Background: an optimization exercise with open tools, aiming at small area, a short achievable clock period and few clock cycles per item. Do not read the settings as production practice. Only simulation tests tie the RTL to the original design; equivalence was not proved.

[design/flow/flow/run.sh]
#!/bin/bash
set -euo pipefail
bash standard.sh SETUP_SLACK_MARGIN=${MARGIN:-7} finish > standard_flow.log 2>&1
[design/flow/standard.sh]
#!/bin/bash
# synth_recipe.tcl (not shown) runs the flow's synth.tcl, then flattens the netlist and writes it again
# the make line also repeats each setting of config.mk as NAME=value (left out here)
make -C /OpenROAD-flow-scripts/flow DESIGN_CONFIG=/design/flow/config.mk WORK_HOME=/design/flow/orfs CLKGATE_MAP_FILE= SYNTH_SCRIPT=/design/flow/synth_recipe.tcl "${@:-finish}"
[design/flow/config.mk]
export PLATFORM = sky130hd
export DESIGN_NAME = hsl_color_interpolator
export DESIGN_NICKNAME = hsl_color_interpolator
export VERILOG_FILES = /design/flow/design.v
export SDC_FILE = /design/flow/constraint.sdc
export NUM_CORES = 4
export LEC_CHECK = 0
export CAP_MARGIN = 20
export CORE_MARGIN = 2
export CORE_UTILIZATION = 55
export SETUP_SLACK_MARGIN = 5
export SLEW_MARGIN = 20
[design/flow/constraint.sdc]
create_clock -name core_clock -period 12.0 [get_ports {clk}]
set_input_delay 2.4000 -clock core_clock [delete_from_list [all_inputs] [get_ports {clk}]]
set_output_delay 2.4000 -clock core_clock [all_outputs]
set_load 0.01 [all_outputs]
[design/flow/design.v]
module hsl_color_interpolator (
  input  logic        clk,
  input  logic        rst_n,
  input  logic        start,
  output logic        busy,
  input  logic        in_op,
  input  logic [1:0]  in_slot,
  input  logic [11:0] in_start_red,
  input  logic [11:0] in_start_green,
  input  logic [11:0] in_start_blue,
  input  logic [11:0] in_end_red,
  input  logic [11:0] in_end_green,
  input  logic [11:0] in_end_blue,
  input  logic [11:0] in_t_frac,
  output logic        out_valid,
  output logic [1:0]  out_slot,
  output logic [11:0] out_red,
  output logic [11:0] out_green,
  output logic [11:0] out_blue,
  output logic        out_last
);
  localparam int SPC  = 2;           
  localparam int NCYC = 12 / SPC;    
  localparam int QD   = 3;           
  function automatic logic [11:0] div_fs(input logic [23:0] p);
    logic [12:0] sum;
    sum = {1'b0, p[11:0]} + {1'b0, p[23:12]} + 13'd1;
    div_fs = p[23:12] + {11'd0, sum[12]};
  endfunction
  function automatic logic [11:0] add_ci(input logic [11:0] a, input logic [11:0] b, input logic ci);
    logic [12:0] t;
    t = {a, 1'b1} + {b, ci};
    add_ci = t[12:1];
  endfunction
  function automatic logic fs_c(input logic [23:0] p);
    logic [12:0] sum;
    sum  = {1'b0, p[11:0]} + {1'b0, p[23:12]} + 13'd1;
    fs_c = sum[12];
  endfunction
  function automatic logic [23:0] mul_r4(input logic [11:0] a, input logic [13:0] a3,
                                         input logic [11:0] b);
    logic [13:0] m;
    mul_r4 = '0;
    for (int i = 0; i < 6; i++) begin
      unique case (b[2*i +: 2])
        2'd0:    m = 14'd0;
        2'd1:    m = {2'b00, a};
        2'd2:    m = {1'b0, a, 1'b0};
        default: m = a3;
      endcase
      mul_r4 = mul_r4 + (24'(m) << (2*i));
    end
  endfunction
  logic        cv;
  logic        c_op;
  logic [1:0]  c_slot;
  logic [11:0] c_col [6];
  logic [5:0]  c_gt [2];
  logic [12:0] q_mem [QD];
  logic [1:0]  q_wr, q_rd;
  logic [1:0]  q_cnt;
  logic        q_push, q_pop;
  logic        h_op;
  logic [11:0] h_t;
  assign h_op = q_mem[q_rd][12];
  assign h_t  = q_mem[q_rd][11:0];
  logic        cu_busy, cu_done;
  logic [2:0]  cu_cnt;
  logic [1:0]  cu_slot;
  logic [11:0] rs [2], qs [2], bs [2];
  logic [13:0] rh [2], bh [2];
  logic [11:0] qh [2];
  logic [11:0] cl [2];
  logic        cg [2], cn [2];
  logic [1:0]  cs [2];
  logic        ev, iss, pend;
  logic [1:0]  nx, isk;
  logic [11:0] et;
  logic        pop_e, pop_l, commit;
  logic [11:0] t_h0 [4], t_h1 [4];
  logic [11:0] t_s0 [4], t_sm [4], t_l0 [4], t_lm [4];
  logic        t_sn [4], t_ln [4];
  logic [3:0]  t_v;
  logic q_space, mv_e, mv_l, mv, cu_free;
  assign q_space = (q_cnt != 2'(QD)) || q_pop;
  assign cu_free = !cu_busy || commit;
  assign mv_e    = cv && c_op && q_space;
  assign mv_l    = cv && !c_op && q_space && cu_free;
  assign mv      = mv_e || mv_l;
  assign busy    = cv && !((q_cnt != 2'(QD)) && (c_op || !cu_busy));
  assign q_push  = mv;
  always_ff @(posedge clk) begin
    if (!rst_n) cv <= 1'b0;
    else        cv <= (start && !busy) || (cv && !mv);
  end
  logic [11:0] in_col [6];
  assign in_col[0] = in_start_red;
  assign in_col[1] = in_start_green;
  assign in_col[2] = in_start_blue;
  assign in_col[3] = in_end_red;
  assign in_col[4] = in_end_green;
  assign in_col[5] = in_end_blue;
  always_ff @(posedge clk) begin
    if (rst_n && start && !busy) begin
      c_op   <= in_op;
      c_slot <= in_slot;
      c_col[0] <= in_op ? in_t_frac : in_col[0];
      for (int i = 1; i < 6; i++) c_col[i] <= in_col[i];
      for (int c = 0; c < 2; c++) begin
        c_gt[c][0] <= in_col[3*c]   > in_col[3*c+1];
        c_gt[c][1] <= in_col[3*c+1] > in_col[3*c];
        c_gt[c][2] <= in_col[3*c]   > in_col[3*c+2];
        c_gt[c][3] <= in_col[3*c+2] > in_col[3*c];
        c_gt[c][4] <= in_col[3*c+1] > in_col[3*c+2];
        c_gt[c][5] <= in_col[3*c+2] > in_col[3*c+1];
      end
    end
  end
  always_ff @(posedge clk) begin
    if (q_push) q_mem[q_wr] <= {c_op, c_col[0]};
  end
  always_ff @(posedge clk) begin
    if (!rst_n) begin
      q_wr  <= '0;
      q_rd  <= '0;
      q_cnt <= '0;
    end else begin
      if (q_push) q_wr <= (q_wr == 2'(QD - 1)) ? 2'd0 : q_wr + 2'd1;
      if (q_pop)  q_rd <= (q_rd == 2'(QD - 1)) ? 2'd0 : q_rd + 2'd1;
      q_cnt <= q_cnt + {1'b0, q_push} - {1'b0, q_pop};
    end
  end
  logic       cand_v, stall, adv;
  logic [1:0] cand;
  assign cand_v = ev || ((q_cnt != '0) && h_op);
  assign cand   = ev ? nx : 2'd0;
  assign stall  = pend && !cu_done && (cand == cu_slot);
  assign adv    = cand_v && !stall;
  assign pop_e  = !ev && (q_cnt != '0) && h_op && !stall;
  assign pop_l  = (q_cnt != '0) && !h_op && !pend && (!ev || nx > cu_slot);
  assign q_pop  = pop_e || pop_l;
  assign commit = (pend || pop_l) && cu_done;
  always_ff @(posedge clk) begin
    if (!rst_n) begin
      ev   <= 1'b0;
      iss  <= 1'b0;
      pend <= 1'b0;
    end else begin
      iss  <= adv;
      pend <= (pend || pop_l) && !commit;
      if (adv) ev <= (cand != 2'd3);
    end
  end
  always_ff @(posedge clk) begin
    if (adv) begin
      nx  <= cand + 2'd1;
      isk <= cand;
    end
  end
  logic [13:0] et3, n_t3, n_t3n;
  always_ff @(posedge clk) begin
    if (pop_e) begin
      et  <= h_t;
      et3 <= n_t3;
    end
  end
  logic [11:0] i_rs [2], i_qs [2], i_bs [2], i_qh [2], i_l [2];
  logic [13:0] i_rh [2], i_bh [2];
  logic        i_g [2], i_n [2];
  logic [1:0]  i_s [2];
  for (genvar c = 0; c < 2; c++) begin : g_cls
    logic [11:0] r, g, b, mx, mn, d, x, y, am1, na, dm1;
    logic [12:0] sm, smc;
    logic [13:0] d3;
    logic [11:0] lo;
    logic [1:0]  ch;
    logic        rg, gr, rb, br, gb, bg, ze;
    always_comb begin
      r = c_col[3*c];
      g = c_col[3*c+1];
      b = c_col[3*c+2];
      {bg, gb, br, rb, gr, rg} = c_gt[c];
      if (!gr) begin
        if (!br) begin ch = 2'd0; mx = r; mn = bg ? g : b; end
        else     begin ch = 2'd2; mx = b; mn = g; end
      end else begin
        if (bg)  begin ch = 2'd2; mx = b; mn = r; end
        else     begin ch = 2'd1; mx = g; mn = rb ? b : r; end
      end
      unique case (ch)
        2'd0:    begin i_n[c] = bg; ze = !gb && !bg; end
        2'd1:    begin i_n[c] = rb; ze = !rb && !br; end
        default: begin i_n[c] = gr; ze = !rg && !gr; end
      endcase
      unique case (ch)
        2'd0:    begin x = bg ? b : g; y = bg ? g : b; end
        2'd1:    begin x = rb ? r : b; y = rb ? b : r; end
        default: begin x = gr ? g : r; y = gr ? r : g; end
      endcase
      am1 = x + ~y;              
      na  = y + ~x;              
      dm1 = mx + ~mn;            
      d   = mx - mn;
      d3  = {2'b00, d} + {1'b0, d, 1'b0};
      sm  = {1'b0, mx} + {1'b0, mn};
      smc = 13'd8190 - sm;
      i_l[c] = sm[12:1];
      i_g[c] = (mx == mn);
      i_s[c] = ch;
      i_rs[c] = dm1;
      i_qs[c] = ~dm1;
      i_bs[c] = (sm < 13'd4095) ? sm[11:0] : smc[11:0];
      lo      = i_n[c] ? na : ~am1;
      i_rh[c] = ze ? 14'd0 : {3'd0, am1[11:1]};
      i_qh[c] = ze ? 12'd0 : {am1[0], lo[11:1]};
      i_bh[c] = d3;
    end
  end
  logic [11:0] n_rs [2], n_qs [2], n_qh [2];
  logic [13:0] n_rh [2];
  for (genvar c = 0; c < 2; c++) begin : g_div
    always_comb begin
      logic [12:0] r2s;
      logic [14:0] r2h;
      logic [13:0] dfs;
      logic [15:0] dfh;
      n_rs[c] = rs[c];
      n_qs[c] = qs[c];
      n_rh[c] = rh[c];
      n_qh[c] = qh[c];
      for (int i = 0; i < SPC; i++) begin
        r2s = {n_rs[c], n_qs[c][11]};
        dfs = {1'b0, r2s} - {2'b00, bs[c]};
        n_rs[c] = dfs[13] ? r2s[11:0] : dfs[11:0];
        n_qs[c] = {n_qs[c][10:0], !dfs[13]};
        r2h = {n_rh[c], n_qh[c][11]};
        dfh = {1'b0, r2h} - {2'b00, bh[c]};
        n_rh[c] = dfh[15] ? r2h[13:0] : dfh[13:0];
        n_qh[c] = {n_qh[c][10:0], !dfh[15]};
      end
    end
  end
  always_ff @(posedge clk) begin
    if (!rst_n) begin
      cu_busy <= 1'b0;
      cu_done <= 1'b0;
      cu_cnt  <= '0;
    end else if (mv_l) begin
      cu_busy <= 1'b1;
      cu_done <= 1'b0;
      cu_cnt  <= '0;
    end else if (commit) begin
      cu_busy <= 1'b0;
      cu_done <= 1'b0;
    end else if (cu_busy && !cu_done) begin
      cu_cnt <= cu_cnt + 3'd1;
      if (cu_cnt == 3'(NCYC - 1)) cu_done <= 1'b1;
    end
  end
  always_ff @(posedge clk) begin
    if (mv_l) begin
      cu_slot <= c_slot;
      for (int c = 0; c < 2; c++) begin
        rs[c] <= i_rs[c]; qs[c] <= i_qs[c]; bs[c] <= i_bs[c];
        rh[c] <= i_rh[c]; qh[c] <= i_qh[c]; bh[c] <= i_bh[c];
        cl[c] <= i_l[c];  cg[c] <= i_g[c];  cn[c] <= i_n[c]; cs[c] <= i_s[c];
      end
    end else if (cu_busy && !cu_done) begin
      for (int c = 0; c < 2; c++) begin
        rs[c] <= n_rs[c]; qs[c] <= n_qs[c];
        rh[c] <= n_rh[c]; qh[c] <= n_qh[c];
      end
    end
  end
  logic [11:0] f_h [2], f_s [2];
  always_comb begin
    for (int c = 0; c < 2; c++) begin
      logic [11:0] bp, bn;
      unique case (cs[c])
        2'd0:    begin bp = 12'd0;    bn = 12'd4094; end
        2'd1:    begin bp = 12'd1365; bn = 12'd1364; end
        default: begin bp = 12'd2730; bn = 12'd2729; end
      endcase
      f_h[c] = cg[c] ? 12'd0 : add_ci(cn[c] ? bn : bp, qh[c] ^ {12{cn[c]}}, cn[c]);
      f_s[c] = cg[c] ? 12'd0 : qs[c];
    end
  end
  logic        w_sn, w_ln;
  logic [11:0] w_sm, w_lm;
  logic [12:0] w_ds, w_dl, w_ds_n, w_dl_n;
  always_comb begin
    w_ds   = {1'b0, f_s[1]} - {1'b0, f_s[0]};
    w_ds_n = {1'b0, f_s[0]} - {1'b0, f_s[1]};
    w_dl   = {1'b0, cl[1]} - {1'b0, cl[0]};
    w_dl_n = {1'b0, cl[0]} - {1'b0, cl[1]};
    w_sn   = w_ds[12];
    w_ln   = w_dl[12];
    w_sm   = w_sn ? w_ds_n[11:0] : w_ds[11:0];
    w_lm   = w_ln ? w_dl_n[11:0] : w_dl[11:0];
  end
  always_ff @(posedge clk) begin
    if (commit) begin
      t_h0[cu_slot]   <= f_h[0];
      t_h1[cu_slot]   <= f_h[1];
      t_s0[cu_slot]   <= f_s[0];
      t_sm[cu_slot]   <= w_sm;
      t_sn[cu_slot]   <= w_sn;
      t_l0[cu_slot]   <= cl[0];
      t_lm[cu_slot]   <= w_lm;
      t_ln[cu_slot]   <= w_ln;
    end
  end
  always_ff @(posedge clk) begin
    if (!rst_n)      t_v <= '0;
    else if (commit) t_v[cu_slot] <= 1'b1;
  end
  logic [1:0]  nk;
  logic [11:0] nt;
  logic [10:0] r_m2;
  logic [11:0] r_sm, r_lm, r_tt, r_hl;
  logic        r_wrap;
  logic [11:0] n_h0, n_h1, n_hd;
  logic [12:0] n_hd01, n_hd10;
  logic        n_swp;
  assign nk = cand;
  logic byp;
  assign byp = pend && cu_done && (nk == cu_slot);
  assign nt = pop_e ? h_t : et;
  assign n_t3  = {2'b00, nt} + {1'b0, nt, 1'b0};
  assign n_t3n = {2'b00, ~nt} + {1'b0, ~nt, 1'b0};
  logic [13:0] r_tt3;
  always_comb begin
    n_h0   = byp ? f_h[0] : t_h0[nk];
    n_h1   = byp ? f_h[1] : t_h1[nk];
    n_hd01 = {1'b0, n_h0} - {1'b0, n_h1};
    n_hd10 = {1'b0, n_h1} - {1'b0, n_h0};
    n_swp  = n_hd10[12];
    n_hd   = n_swp ? n_hd01[11:0] : n_hd10[11:0];
  end
  always_ff @(posedge clk) begin
    r_m2   <= n_hd[11] ? ~n_hd[10:0] : n_hd[10:0];
    r_wrap <= n_hd[11];
    r_hl   <= n_swp ? n_h1 : n_h0;
    r_sm   <= byp ? w_sm : t_sm[nk];
    r_lm   <= byp ? w_lm : t_lm[nk];
    r_tt   <= n_swp ? ~nt : nt;
    r_tt3  <= n_swp ? n_t3n : n_t3;
  end
  logic        v1, tv1, wrap1, sn1, ln1;
  logic [1:0]  k1;
  logic [22:0] ph1;
  logic [23:0] ps1, pl1;
  logic [11:0] hl1, s01, l01;
  logic [13:0] s031;
  always_ff @(posedge clk) begin
    if (!rst_n) v1 <= 1'b0;
    else        v1 <= iss;
  end
  always_ff @(posedge clk) begin
    k1    <= isk;
    tv1   <= t_v[isk];
    ph1   <= 23'(mul_r4(r_tt, r_tt3, {1'b0, r_m2}));
    ps1   <= mul_r4(et, et3, r_sm);
    pl1   <= mul_r4(et, et3, r_lm);
    hl1   <= r_hl;
    wrap1 <= r_wrap;
    s01   <= t_s0[isk];
    s031  <= {2'b00, t_s0[isk]} + {1'b0, t_s0[isk], 1'b0};
    sn1   <= t_sn[isk];
    l01   <= t_l0[isk];
    ln1   <= t_ln[isk];
  end
  logic [11:0] qh1, hue1, s1n, l1n, hm0, hm1;
  logic [12:0] hd1;
  always_comb begin
    qh1 = div_fs({1'b0, ph1});
    hd1 = 13'(({1'b0, hl1, 1'b1} + {1'b0, {1'b0, ph1[22:12]} ^ {12{wrap1}}, fs_c({1'b0, ph1}) ^ wrap1}) >> 1);
    hm1 = hl1 + ~qh1;
    hue1 = (wrap1 && !hd1[12]) ? hm1 : hd1[11:0];
    s1n = add_ci(s01, ps1[23:12] ^ {12{sn1}}, fs_c(ps1) ^ sn1);
    begin
      logic c1;
      logic [13:0] k3;
      c1 = fs_c(ps1);
      if (sn1) k3 = c1 ? 14'h3fff : 14'd2;
      else     k3 = c1 ? 14'd3 : 14'd0;
      s31n = s031 + ({2'b00, ps1[23:12]} ^ {14{sn1}}) + ({1'b0, ps1[23:12], 1'b0} ^ {14{sn1}}) + k3;
    end
    l1n = add_ci(l01, pl1[23:12] ^ {12{ln1}}, fs_c(pl1) ^ ln1);
  end
  logic        v2, tv2;
  logic [1:0]  k2;
  logic [11:0] h2, s2, l2;
  logic [13:0] s31n, s32;
  always_ff @(posedge clk) begin
    if (!rst_n) v2 <= 1'b0;
    else        v2 <= v1;
  end
  always_ff @(posedge clk) begin
    k2  <= k1;
    tv2 <= tv1;
    h2  <= hue1;
    s2  <= s1n;
    s32 <= s31n;
    l2  <= l1n;
  end
  logic [14:0] y2, c2, zp2;
  logic [2:0]  sec2;
  logic [11:0] f2;
  always_comb begin
    y2   = {1'b0, h2, 2'b00} + {2'b00, h2, 1'b0};
    sec2 = 3'(h2 >= 12'd683) + 3'(h2 >= 12'd1365) + 3'(h2 >= 12'd2048)
         + 3'(h2 >= 12'd2730) + 3'(h2 >= 12'd3413);
    unique case (sec2)
      3'd0:         c2 = 15'd0;
      3'd1, 3'd2:   c2 = 15'd8190;
      3'd3, 3'd4:   c2 = 15'd16380;
      default:      c2 = 15'd24570;
    endcase
    zp2 = (sec2[0] ? c2 : y2) - (sec2[0] ? y2 : c2);
    f2  = zp2[11:0];
  end
  logic        v3, tv3;
  logic [1:0]  k3;
  logic [2:0]  sec3;
  logic [11:0] s3, l3, f3;
  logic [23:0] pp3;
  always_ff @(posedge clk) begin
    if (!rst_n) v3 <= 1'b0;
    else        v3 <= v2;
  end
  always_ff @(posedge clk) begin
    k3   <= k2;
    tv3  <= tv2;
    s3   <= s2;
    l3   <= l2;
    f3   <= f2;
    sec3 <= sec2;
    pp3  <= mul_r4(s2, s32, l2);
  end
  logic [11:0] m3w;
  always_comb begin
    m3w = add_ci(l3[11] ? s3 : 12'd0, pp3[23:12] ^ {12{l3[11]}}, fs_c(pp3) ^ l3[11]);
  end
  logic        v4, tv4;
  logic [1:0]  k4;
  logic [2:0]  sec4;
  logic [11:0] f4, l4;
  logic [13:0] f34;
  logic [10:0] m4;
  always_ff @(posedge clk) begin
    if (!rst_n) v4 <= 1'b0;
    else        v4 <= v3;
  end
  always_ff @(posedge clk) begin
    k4   <= k3;
    tv4  <= tv3;
    f4   <= f3;
    f34  <= {2'b00, f3} + {1'b0, f3, 1'b0};
    sec4 <= sec3;
    m4   <= m3w[10:0];
    l4   <= l3;
  end
  logic        v5, tv5;
  logic [1:0]  k5;
  logic [2:0]  sec5;
  logic [11:0] hi5, lo5;
  logic [22:0] pc5;
  always_ff @(posedge clk) begin
    if (!rst_n) v5 <= 1'b0;
    else        v5 <= v4;
  end
  always_ff @(posedge clk) begin
    k5   <= k4;
    tv5  <= tv4;
    sec5 <= sec4;
    hi5  <= l4 + {1'b0, m4};
    lo5  <= l4 - {1'b0, m4};
    pc5  <= 23'(mul_r4(f4, f34, {1'b0, m4}));
  end
  logic [11:0] sl5, r5, g5, b5;
  always_comb begin
    sl5 = add_ci(lo5, pc5[22:11], fs_c({pc5, 1'b0}));
    unique case (sec5)
      3'd0:    begin r5 = hi5; g5 = sl5; b5 = lo5; end
      3'd1:    begin r5 = sl5; g5 = hi5; b5 = lo5; end
      3'd2:    begin r5 = lo5; g5 = hi5; b5 = sl5; end
      3'd3:    begin r5 = lo5; g5 = sl5; b5 = hi5; end
      3'd4:    begin r5 = sl5; g5 = lo5; b5 = hi5; end
      default: begin r5 = hi5; g5 = lo5; b5 = sl5; end
    endcase
    if (!tv5) begin
      r5 = '0; g5 = '0; b5 = '0;
    end
  end
  always_ff @(posedge clk) begin
    if (!rst_n) out_valid <= 1'b0;
    else        out_valid <= v5;
  end
  always_ff @(posedge clk) begin
    out_slot  <= k5;
    out_last  <= (k5 == 2'd3);
    out_red   <= r5;
    out_green <= g5;
    out_blue  <= b5;
  end
endmodule
==> results.txt <==
## registers in the layout, indices dropped and copies added, names as in the netlist, 22 cells and up, named ones only
register / cells
c_col: 72
t_h0: 48
t_h1: 48
t_l0: 48
t_lm: 48
t_s0: 48
t_sm: 48
q_mem: 39
rh: 28
bh: 26
bs: 24
cl: 24
pl1: 24
pp3: 24
ps1: 24
qh: 24
qs: 24
rs: 24
ph1: 23
pc5: 22
## per-stage QoR
step / util (%) / worst slack (ns)
finish: 62.6 / 7.00
detailed placement: 57.5 / 5.84
CTS: 61.1 / 7.00
global route: 62.6 / 6.79
floorplan: - / 4.88
global placement: 57.5 / 5.90
## synth_stat cells (37+ instances only)
master	n	area, um2
a211oi_1	84	631
a21boi_0	52	390
a21o_1	152	1140
a21oi_1	447	2240
a22o_1	167	1460
a22oi_1	103	773
a31oi_1	53	332
and2_1	80	500
and3_1	67	419
buf_1	45	169
clkbuf_1	341	1280
dfxtp_1	499	9990
edfxtp_1	624	18700
fa_1	269	5390
ha_1	856	10700
inv_1	749	2810
mux2_2	383	4310
mux2i_1	330	3300
nand2_1	556	2090
nand2b_1	90	563
nand3_1	127	636
nand4_1	42	263
nor2_1	448	1680
nor2b_1	189	1180
nor3_1	130	651
o211ai_1	51	383
o21a_1	86	646
o21ai_0	420	2100
o21bai_1	60	450
o31ai_1	37	278
or3_1	46	288
xnor2_1	321	2810
xor2_1	214	1870
## kinds of logic (layout without fill, tap and decap cells)
kind of cell,Yosys count,count (layout),share of synthesized area (%)
DFF,1123,1123,33.9
AOI/OAI and AO/OA,2000,2001,15.8
muxes,740,740,9.71
adders and majority gates,1125,1125,19.0
and+or+nand+nor,1885,1886,10.7
xor gates and xnor gates,537,537,5.59
other,0,5,0
buffers and inverters,1167,1393,5.25
## cell type report
cell class	instances	area, um2
fill	12800	57000
multi-input combinational	6289	53000
sequential	1123	28800
clock buffer	169	3670
timing repair buffer	397	3650
inverter	754	2860
tap	2030	2540
clock inverter	73	872
antenna	5	12.5
## how the worst min path moves through the flow
stage | startpoint | end | slack [ns] | cells after the start
floorplan | r_hl[0] | hl1[0] | 0.31 | 0
global placement | sec3[0] | sec4[0] | 0.31 | 0
detailed placement | sec4[1] | sec5[1] | 0.31 | 0
CTS | sec4[2] | sec5[2] | 0.32 | 0
global route | sec4[0] | sec5[0] | 0.33 | 0
finish | sec3[0] | sec4[0] | 0.32 | 0
## timing repair
action,in CTS,in global routing
pin swaps,25,84
gates cloned,4,7
buffers inserted,44,138
setup endpoints to repair,257,205
gates resized for setup,188,284
endpoints found under the hold margin,0,0
## routing by layer
| metal | global-route usage, % | up-vias | part of all wire [%] |
|---|---|---|---|
| met1 | 39.1 | 31600 | 45 |
| met5 | 0 | - | 0 |
| li1 | - | 30900 | - |
| met2 | 48.6 | 1759 | 47 |
| met3 | 3.38 | 419 | 4.4 |
| met4 | 9.97 | 0 | 3.6 |
==> impl_metrics.csv <==
group,metric,value,unit
clock_network,clock_sink_count,1123,
setup_path,crit_type,"reg -> reg",
setup_path,cp.depth,23,
synthesis,synth_area,84700,um2
clock_network,cts_tree,"done",
synthesis,yosys.cell_types.count,92,
setup_path,slowest_delay,0.44,ns
clock_network,clock_latency,0.79,ns
finish,final_nets,9912,
setup_path,crit_arrival,5.65,ns
route,wl_per_cell,21.6,um
synthesis,synthesis.nets,9792,
route,drc,0,
clock_network,clk_path_buf_depth,3,
timing,skew,0.0252,ns
synthesis,synth_edf_count,624,
global_routing,grt_max_degree,92,
placement,place_area,87600,um2
synthesis,synth_seq_cells,1123,
placement,gpl.final_weighted_congestion,0.916,
setup_path,critPathTopFamily,"compound AO/OA/AOI/OAI gates",
setup_path,startpoint,"cs[0][1]",
clock_network,cts-root-buf,"clkbuf_16",
route,vias,64700,
synthesis,synth_flop_cell,"edfxtp_1",
timing,hold_slack,0.323,ns
setup_path,worst_ep_required_time,12.65,ns
setup_path,endpoint,"r_m2[9]",
global_routing,grt_overflow,0,
setup_path,crit_fanout,9,
placement,port_buffers,130,
floorplan,die_h,396,um
setup_path,r2r_cells,23,
setup_path,end_kind,"register",
global_routing,globalRouteTotalUtil,29.1,%
placement,dpl.cell_count,10400,
synthesis,synth_warnings,30,
flow_run,cap_violations,0,
route,first_pass_iters,6,
synthesis,yosysSeqAreaShare,33.9,%
timing,setup_violations,0,
timing,relSlewSlack,21.3,%
floorplan,io_pins,131,
synthesis,avgSynthCellArea,9.87,um2
global_routing,grt_pass1_wl,362000,um
timing,finalHoldViolCount,0,
setup_path,worstReg2RegEnd,"r_m2[9]",
synthesis,synthCells,8577,
clock_network,hold_buffers,0,
finish,design_area,95400,um2
timing,worst_pin_slew,1.18,ns
route,routed_wl,234000,um
finish,instances_no_fill,10800,
timing,post-route-period-util,41.7,%
setup_path,slowest_stage,"edfxtp_1",
setup_path,crit_path_start_kind,"register",
timing,tns,0,ns
clock_network,clk_pin_slew,0.07,ns
timing,fin_crit,5.00,ns
setup_path,worst-path-buf-inv,5,
floorplan,die_w,396,um
floorplan,dieArea,157000,um2
outcome,status,"complete, no violations",
setup_path,worstPathCellList,"inv_2 > buf_4 > mux2i_1 > ha_1 > a21o_1 > a21o_1 > a21oi_1 > xor2_1 > nor2_1 > a21oi_2 > inv_1 > ha_4 > o21ai_0 > nor2_1 > o41a_1 > nand4_1 > a31oi_4 > buf_6 > mux2i_2 > o31ai_2 > xor2_1 > buf_6 > xnor3_1",
route,vias_per_cell,5.97,
finish,layout_commonest_cell,"ha_1",
global_routing,antenna_found_initial,4,
clock_network,h-tree-depth,4,
min_path,min_path_type,"reg -> reg",
finish,syn_to_final_growth,12.7,%
timing,slew_viol_final,0,
setup_path,r2r_slack,7.00,ns
clock_network,cts_buffers,132,
route,drt_iter0_drc,4624,
finish,drive_gt1_share,14.2,%
synthesis,async_flop_share,0,%
floorplan,core_area,152000,um2
timing,rsz0062_at_grt,"true",
finish,layout_common_cells,"ha_1, inv_1, edfxtp_1",
floorplan,row_count,143,
timing,fmaxAchievable,200,MHz
placement,dp_hpwl,172000,um
global_routing,grt_pass1_vias,63500,
floorplan,initial_core_util,55.5,%
route,ant_nets,0,
setup_path,rr_startpoint,"cs[0][1]",
Testbench counts, summed over its fixed seeds: cycles 3,659, items 2,976.

[what the ideal ports hide]
No port has a modelled driver above. Below, the same layout with a new extraction and two added sets of constraints.
Step 1 assumes that a clkbuf_16 drives the clock port and a buf_2 every other input.
Step 2 moves the port delays by t, midway between the first and last clock arrival at a register: inputs arrive t later, outputs are due t later. That takes back most of the time a late clock gives input paths.
a / b / c = ideal ports / drivers / drivers and shift; a / b = the first two.
t, ns: 0.861
setup WS [ns]: 7.001 / 7.001 / 6.744
worst setup path after step 2: input to register
clock arrival spread, ns: 0.029 / 0.029
worst data-port slew with drivers (ns): 0.06
After both steps setup and hold are still met in this run. The setup slack of this run moves by 0.000 ns with the drivers and by -0.257 ns with both steps.
